From an optimization exercise on the open Yosys and OpenROAD flow, aimed at small area, a short achievable clock period and few clock cycles per item; shortcuts taken in it are not production practice. Where RTL was checked, it was by simulation tests only, not by an equivalence proof against the original. No activity file was given, so power comes from the tool's default toggle rates.

## run 1
Design tomasulo_core, start of the top module:
module tomasulo_core #(
  parameter logic [31:0] REG_INIT = 32'd5
) (
  input  logic        GCLK,
  input  logic        rst,
  input  logic [31:0] inst,          
  input  logic        inst_valid,
  output logic        fetch_en,
  output logic        wb_valid,      
  output logic [31:0] wb_value,
  input  logic [3:0]  dbg_addr,
  output logic [31:0] dbg_data,
  output logic        dbg_pending,
  output logic        idle           
);
Size in the first run: about 4600 cells after synthesis, about 640 flip-flops, about 46000 um2 of cells after synthesis.
Settings: LEC_CHECK=0, CAP_MARGIN=20, CORE_MARGIN=2, CORE_UTILIZATION=50, CTS_CLUSTER_DIAMETER=100, CTS_CLUSTER_SIZE=24, PLACE_DENSITY=0.75, SETUP_SLACK_MARGIN=5, SLEW_MARGIN=20; clock period 12.0 ns.
run.sh (not shown) runs the stock make flow with config.mk's settings and CLKGATE_MAP_FILE= SYNTH_SCRIPT=/design/flow/synth_recipe.tcl, a recipe that flattens the netlist after the stock synthesis.
Testbench counts of run 1, summed over its fixed seeds: cycles 8,282, items 7,706.
Relative to run 1, the following input files were edited for run 2:
- SETUP_SLACK_MARGIN: 5 -> unset
- CTS_CLUSTER_DIAMETER: 100 -> unset
- PLACE_DENSITY: 0.75 -> unset
- CORE_UTILIZATION: 50 -> 40
- CTS_CLUSTER_SIZE: 24 -> unset
==> flow/flow/run.sh (new file) <==
#!/bin/bash
set -euo pipefail
export SETUP_SLACK_MARGIN=6.5
bash standard.sh > standard.log 2>&1
==> flow/standard.sh (new file) <==
#!/bin/bash
# synth_recipe.tcl (not shown) runs the flow's synth.tcl, then flattens the netlist and writes it again
# the make line also repeats each setting of config.mk as NAME=value (left out here)
make -C /OpenROAD-flow-scripts/flow DESIGN_CONFIG=/design/flow/config.mk WORK_HOME=/design/flow/orfs CLKGATE_MAP_FILE= SYNTH_SCRIPT=/design/flow/synth_recipe.tcl "${@:-finish}"
removed: flow/run.sh
- Each of the runs, namely run 1 and run 2, reached the end of the flow and came out clean.
- Inverter count (lower): run 1
- The via count of the first global-routing pass in run 1 is 0.949 times that in run 2.
- Diff run 1 and run 2: maximum frequency higher in run 2
- Looking only at total power, and setting everything else aside, the lower value of run 1 and run 2 goes to run 1.
- Sequential share of power for run 2: 13 points down relative to run 1
Inputs modified between run 2 and run 3:
- putting SETUP_SLACK_MARGIN at 4 where nothing was set
==> flow/run.sh (new file) <==
#!/bin/bash
# synth_recipe.tcl (not shown) runs the flow's synth.tcl, then flattens the netlist and writes it again
# the make line also repeats each setting of config.mk as NAME=value (left out here)
make -C /OpenROAD-flow-scripts/flow DESIGN_CONFIG=/design/flow/config.mk WORK_HOME=/design/flow/orfs CLKGATE_MAP_FILE= SYNTH_SCRIPT=/design/flow/synth_recipe.tcl finish
removed: flow/flow/run.sh
removed: flow/standard.sh
Notes after the runs:
Run 3 completed end to end with timing, DRC and antenna clean. Between run 2 and run 3, the number of placed cells counting well taps figures differ only marginally. Run 3 and run 2 ended up with nearly the same H-tree depth. Portion of the post-synthesis area used by sequential elements: run 3 vs run 2 identical. The run with more routed wire is run 2, not run 3. Diff run 2 -> run 3: synthesis-to-layout area growth shows a reduction of 18 points, tightest slew margin relative to the limit down 4.1 points. Endpoint arrival time on the critical path sits higher in run 3 than in run 2. Est. power | run 3 vs run 2 | run 3 lower. A capture point of the critical path of dbg_data[6] is what run 2 shows, while dbg_data[4] belongs to run 3.
The inputs of run 4 differ from those of run 3 as listed below.
- changing SETUP_SLACK_MARGIN from 4 to 5
- setting CTS_CLUSTER_SIZE to 30 for the first time
- changing CORE_UTILIZATION from 40 to 50
- setting CTS_CLUSTER_DIAMETER to 100 for the first time
### Flow results
Run 3: done, clean on timing, DRC and antenna
No stage failed in run 4, and the final checks on the layout all came back clean.
Run 4 reports its timing endpoint of the critical path as dbg_data[12] while run 3 reports dbg_data[4].
Compared to run 3, run 4 has horizontal die dimension 36 um lower.
Area taken by multi-input logic gates, run 3 and run 4, lower one = run 3.
STATUS core footprint: run 4 wins against run 3
Taking run 3 as the reference point, the fraction of power consumed by combinational cells of run 4 rises by 2.9 points.

* * *

Starting RTL as in the previous note.
export LEC_CHECK = 0
export ABC_AREA = 1
export CAP_MARGIN = 20
export CORE_MARGIN = 2
export CORE_UTILIZATION = 40
export SETUP_SLACK_MARGIN = 5
export SLEW_MARGIN = 20
create_clock -name core_clock -period 12.0 [get_ports {GCLK}]
Stock flow here: none of the scripts above is used.
The starting point produced a clean layout.
Testbench counts at the start, summed over its fixed seeds: cycles 8,282, items 7,706.
Then changed:
Settings changed: ABC_AREA 1 to not set, CORE_UTILIZATION 40 to 50, CTS_CLUSTER_DIAMETER set to 100, CTS_CLUSTER_SIZE set to 24.
What happened: Total power fell by 17%. Wire length goes down by 6.9%. Clock-buffer cell count came out lower by 42. Combinational power increases by 24%. Setup slack improved by 0.12 ns. Maximum frequency went up by 1.7%. Area after synthesis goes up by 5.1%. Final area is lower by 4.3%. First-iteration DRC count goes up by 3.2%. Synthesized cell count decreases by 3.1%. Via count is lower by 2.0%.
Then changed:
Settings changed: CORE_UTILIZATION 50 to 40, CTS_CLUSTER_DIAMETER 100 to not set, CTS_CLUSTER_SIZE 24 to not set.
What happened: The new run ran to the end with no violations. Synthesized area does not change. Clock-buffer cell count goes up by 39. Utilization goes down by 9.3 points. Worst setup slack improves by 0.016 ns.
Then changed:
Settings changed: ABC_AREA set to 1, CORE_UTILIZATION 40 to 60.
Power falls by 0.86%.
Utilization rises by 25 points.
Fmax falls by about 2.5%.
Sequential power falls by about 2%.
Synthesized area falls by about 5%.

* * *

tomasulo_core again, from the RTL that the note above started with.
// tomasulo_core
module tomasulo_core #(
  parameter logic [31:0] REG_INIT = 32'd5
) (
  input  logic        GCLK,
  input  logic        rst,
  input  logic [31:0] inst,          
  input  logic        inst_valid,
  output logic        fetch_en,
  output logic        wb_valid,      
  output logic [31:0] wb_value,
  input  logic [3:0]  dbg_addr,
  output logic [31:0] dbg_data,
  output logic        dbg_pending,
  output logic        idle           
);
clock: 12.0 ns
lec_check: 0
cap_margin: 0
core_margin: 2
core_utilization: 40
setup_slack_margin: 5
slew_margin: 0
The first run finished clean.
Testbench counts at the start, summed over its fixed seeds: cycles 8,282, items 7,706.
Rerun with:
CAP_MARGIN = 20   (was 0)
CTS_CLUSTER_DIAMETER = 100   (was default)
CTS_CLUSTER_SIZE = 20   (was default)
SLEW_MARGIN = 20   (was 0)
Outcome: The changed run produced a clean layout; sequential power hardly moves; area after synthesis is unchanged; die area does not change; count of clock-buffer cells in the layout drops by 27; clock skew drops by 8.3 ps; global-route usage drops by 0.25 points; worst setup slack gets worse by 61 ps; first-iteration DRC count climbs by 1.9%; total power drops by 13%.
Rerun with:
CORE_UTILIZATION = 50   (was 40)
CTS_CLUSTER_DIAMETER = default   (was 100)
CTS_CLUSTER_SIZE = default   (was 20)
Effect: The new run finished clean; global-route usage climbs by 9.0 points; maximum frequency went up by 0.45%; hold slack degrades by 4.6 ps; setup slack improved by 32 ps; count of clock-buffer cells in the layout rises by 9; routed wire length barely changes.
Rerun with:
==> flow/flow/run.sh (new file) <==
#!/bin/bash
set -euo pipefail
export SETUP_SLACK_MARGIN=5.5
bash standard.sh > standard.log 2>&1
==> flow/standard.sh (new file) <==
#!/bin/bash
# synth_recipe.tcl (not shown) runs the flow's synth.tcl, then flattens the netlist and writes it again
# the make line also repeats each setting of config.mk as NAME=value (left out here)
make -C /OpenROAD-flow-scripts/flow DESIGN_CONFIG=/design/flow/config.mk WORK_HOME=/design/flow/orfs CLKGATE_MAP_FILE= SYNTH_SCRIPT=/design/flow/synth_recipe.tcl "${@:-finish}"
CORE_UTILIZATION = 40   (was 50)
SETUP_SLACK_MARGIN = default   (was 5)
removed: flow/run.sh
=>
- The changed run finished clean
- final cell count came out higher by 7.8%
- critical path depth goes up by 2
- total power came out higher by about 2%
- wire length went up by 5.4%
- setup slack improves by 250 ps
- synthesized area is unchanged
- hold slack improves by 3.3 ps
- design area grows by about 6%
- count of clock-buffer cells in the layout goes up by 18
- die area is higher by 25%
- core utilization shrinks by 8.3 points

* * *

Starting RTL as in the previous note.
export LEC_CHECK = 0
export CAP_MARGIN = 20
export CORE_MARGIN = 2
export CORE_UTILIZATION = 40
export CTS_CLUSTER_DIAMETER = 120
export CTS_CLUSTER_SIZE = 30
export SETUP_SLACK_MARGIN = 5
export SLEW_MARGIN = 20
create_clock -name core_clock -period 12.0 [get_ports {GCLK}]
Stock flow here: none of the scripts above is used.
The first run finished with timing, DRC and antenna clean.
Testbench counts at the start, summed over its fixed seeds: cycles 8,282, items 7,706.
Then changed:
--- a/flow/config.mk
+++ b/flow/config.mk
@@ -11,2 +10,0 @@
-export CTS_CLUSTER_DIAMETER = 120
-export CTS_CLUSTER_SIZE = 30
@@ -14,0 +13 @@
+export TNS_END_PERCENT = 10
Result:
- The new run completed with no timing, DRC or antenna violations
- worst hold slack gets worse by 0.0088 ns
- wire length barely changes
- via count increases by about 0.33%
- area after synthesis stays the same
- sequential cell count is unchanged
- combinational power decreases by about 2%
- core utilization increases by 1.1 points
- die area stays the same
- count of clock-buffer cells in the layout increases by 50
- clock power increases by about 90%
- final cell count increases by 1.2%
Then changed:
--- a/flow/config.mk
+++ b/flow/config.mk
@@ -10,0 +11,2 @@
+export CTS_CLUSTER_DIAMETER = 100
+export CTS_CLUSTER_SIZE = 24
@@ -13 +14,0 @@
-export TNS_END_PERCENT = 10
Effect:
- The new run completed without violations
- final cell count shrinks by 0.97%
- worst hold slack is better by 0.0072 ns
- count of clock-buffer cells in the layout fell by 38
Then changed:
--- a/flow/config.mk
+++ b/flow/config.mk
@@ -11,2 +11 @@
-export CTS_CLUSTER_DIAMETER = 100
-export CTS_CLUSTER_SIZE = 24
+export CTS_BUF_LIST = sky130_fd_sc_hd__clkbuf_4 sky130_fd_sc_hd__clkbuf_8
What happened: The new run completed without violations; count of clock-buffer cells in the layout came out higher by 85; cell area went up by 2.4%; combinational power shrinks by about 1%; via count rose by 0.94%.

* * *

Setup of job 101:
Another version of the RTL of tomasulo_core (not shown whole).
Size in the first run: ~4200 cells after synthesis, ~650 flip-flops, roughly 44000 um^2 of cells after synthesis.
export LEC_CHECK = 0
export CAP_MARGIN = 20
export CORE_MARGIN = 2
export CORE_UTILIZATION = 40
export SETUP_SLACK_MARGIN = 5
export SLEW_MARGIN = 20
create_clock -name core_clock -period 12.0 [get_ports {GCLK}]
Modified inputs, job 102 compared to job 101
-- flow/config.mk --
<<< job 101, line 8
export CAP_MARGIN = 20
export CORE_MARGIN = 2
export CORE_UTILIZATION = 40
export SETUP_SLACK_MARGIN = 5
export SLEW_MARGIN = 20
>>> job 102, line 8
export CAP_MARGIN = 20
export CORE_MARGIN = 2
export CORE_UTILIZATION = 50
export CTS_CLUSTER_DIAMETER = 100
export CTS_CLUSTER_SIZE = 24
export SETUP_SLACK_MARGIN = 5
export SLEW_MARGIN = 20
### Flow results
Relative to job 101, fmax has gone up in job 102. Job 101 -> job 102: number of logic stages on the critical path including buffering flat. Compared with job 101, cell area after layout in job 102 decreased by a few percent.
No functional check of the RTL was part of any run of this note.

-- re-timing with driven ports --
The results above use ideal ports. As a check the final layouts listed here were re-extracted and re-timed, cells and wires unchanged.
Step 1, drivers: a clkbuf_16 drives GCLK and a buf_2 each remaining input, both assumed.
Step 2 moves the port delays by t, midway between the first and last clock arrival at a register: inputs arrive t later, outputs are due t later. That takes back most of the time a late clock gives input paths.
Three values: ideal ports, drivers, drivers and shift; two values: the first two.
run | t (ns) | setup WS [ns] | worst data-port slew with drivers (ns)
run 1 | 0.711 | 4.917 / 4.893 / 4.893 | 0.04
run 2 | 0.699 | 5.318 / 5.270 / 5.270 | 0.07
run 3 | 0.679 | 4.034 / 4.014 / 4.014 | 0.04
run 4 | 0.712 | 4.983 / 4.961 / 4.961 | 0.03
the first run of note 2 | 0.710 | 4.889 / 4.868 / 4.868 | 0.04
the second run of note 2 | 0.716 | 5.011 / 4.986 / 4.986 | 0.03
the third run of note 2 | 0.684 | 5.027 / 5.000 / 5.000 | 0.04
the fourth run of note 2 | 0.713 | 4.851 / 4.824 / 4.824 | 0.05
the first run of note 3 | 0.683 | 5.010 / 4.983 / 4.983 | 0.04
the second run of note 3 | 0.656 | 4.949 / 4.924 / 4.924 | 0.04
the third run of note 3 | 0.726 | 4.981 / 4.955 / 4.955 | 0.03
the fourth run of note 3 | 0.680 | 5.231 / 5.179 / 5.179 | 0.07
the first run of note 4 | 0.695 | 5.049 / 5.021 / 5.021 | 0.04
the second run of note 4 | 0.680 | 4.663 / 4.643 / 4.643 | 0.04
the third run of note 4 | 0.719 | 4.976 / 4.952 / 4.952 | 0.04
the fourth run of note 4 | 0.806 | 5.026 / 5.000 / 5.000 | 0.04
job 101 | 0.684 | 4.505 / 4.455 / 4.352 | 0.06
job 102 | 0.708 | 4.582 / 4.523 / 3.951 | 0.06
After both steps setup and hold are still met in every run listed. For job 102, which loses most, drivers alone change the setup slack by -0.059 ns; drivers and shift together by -0.631 ns.
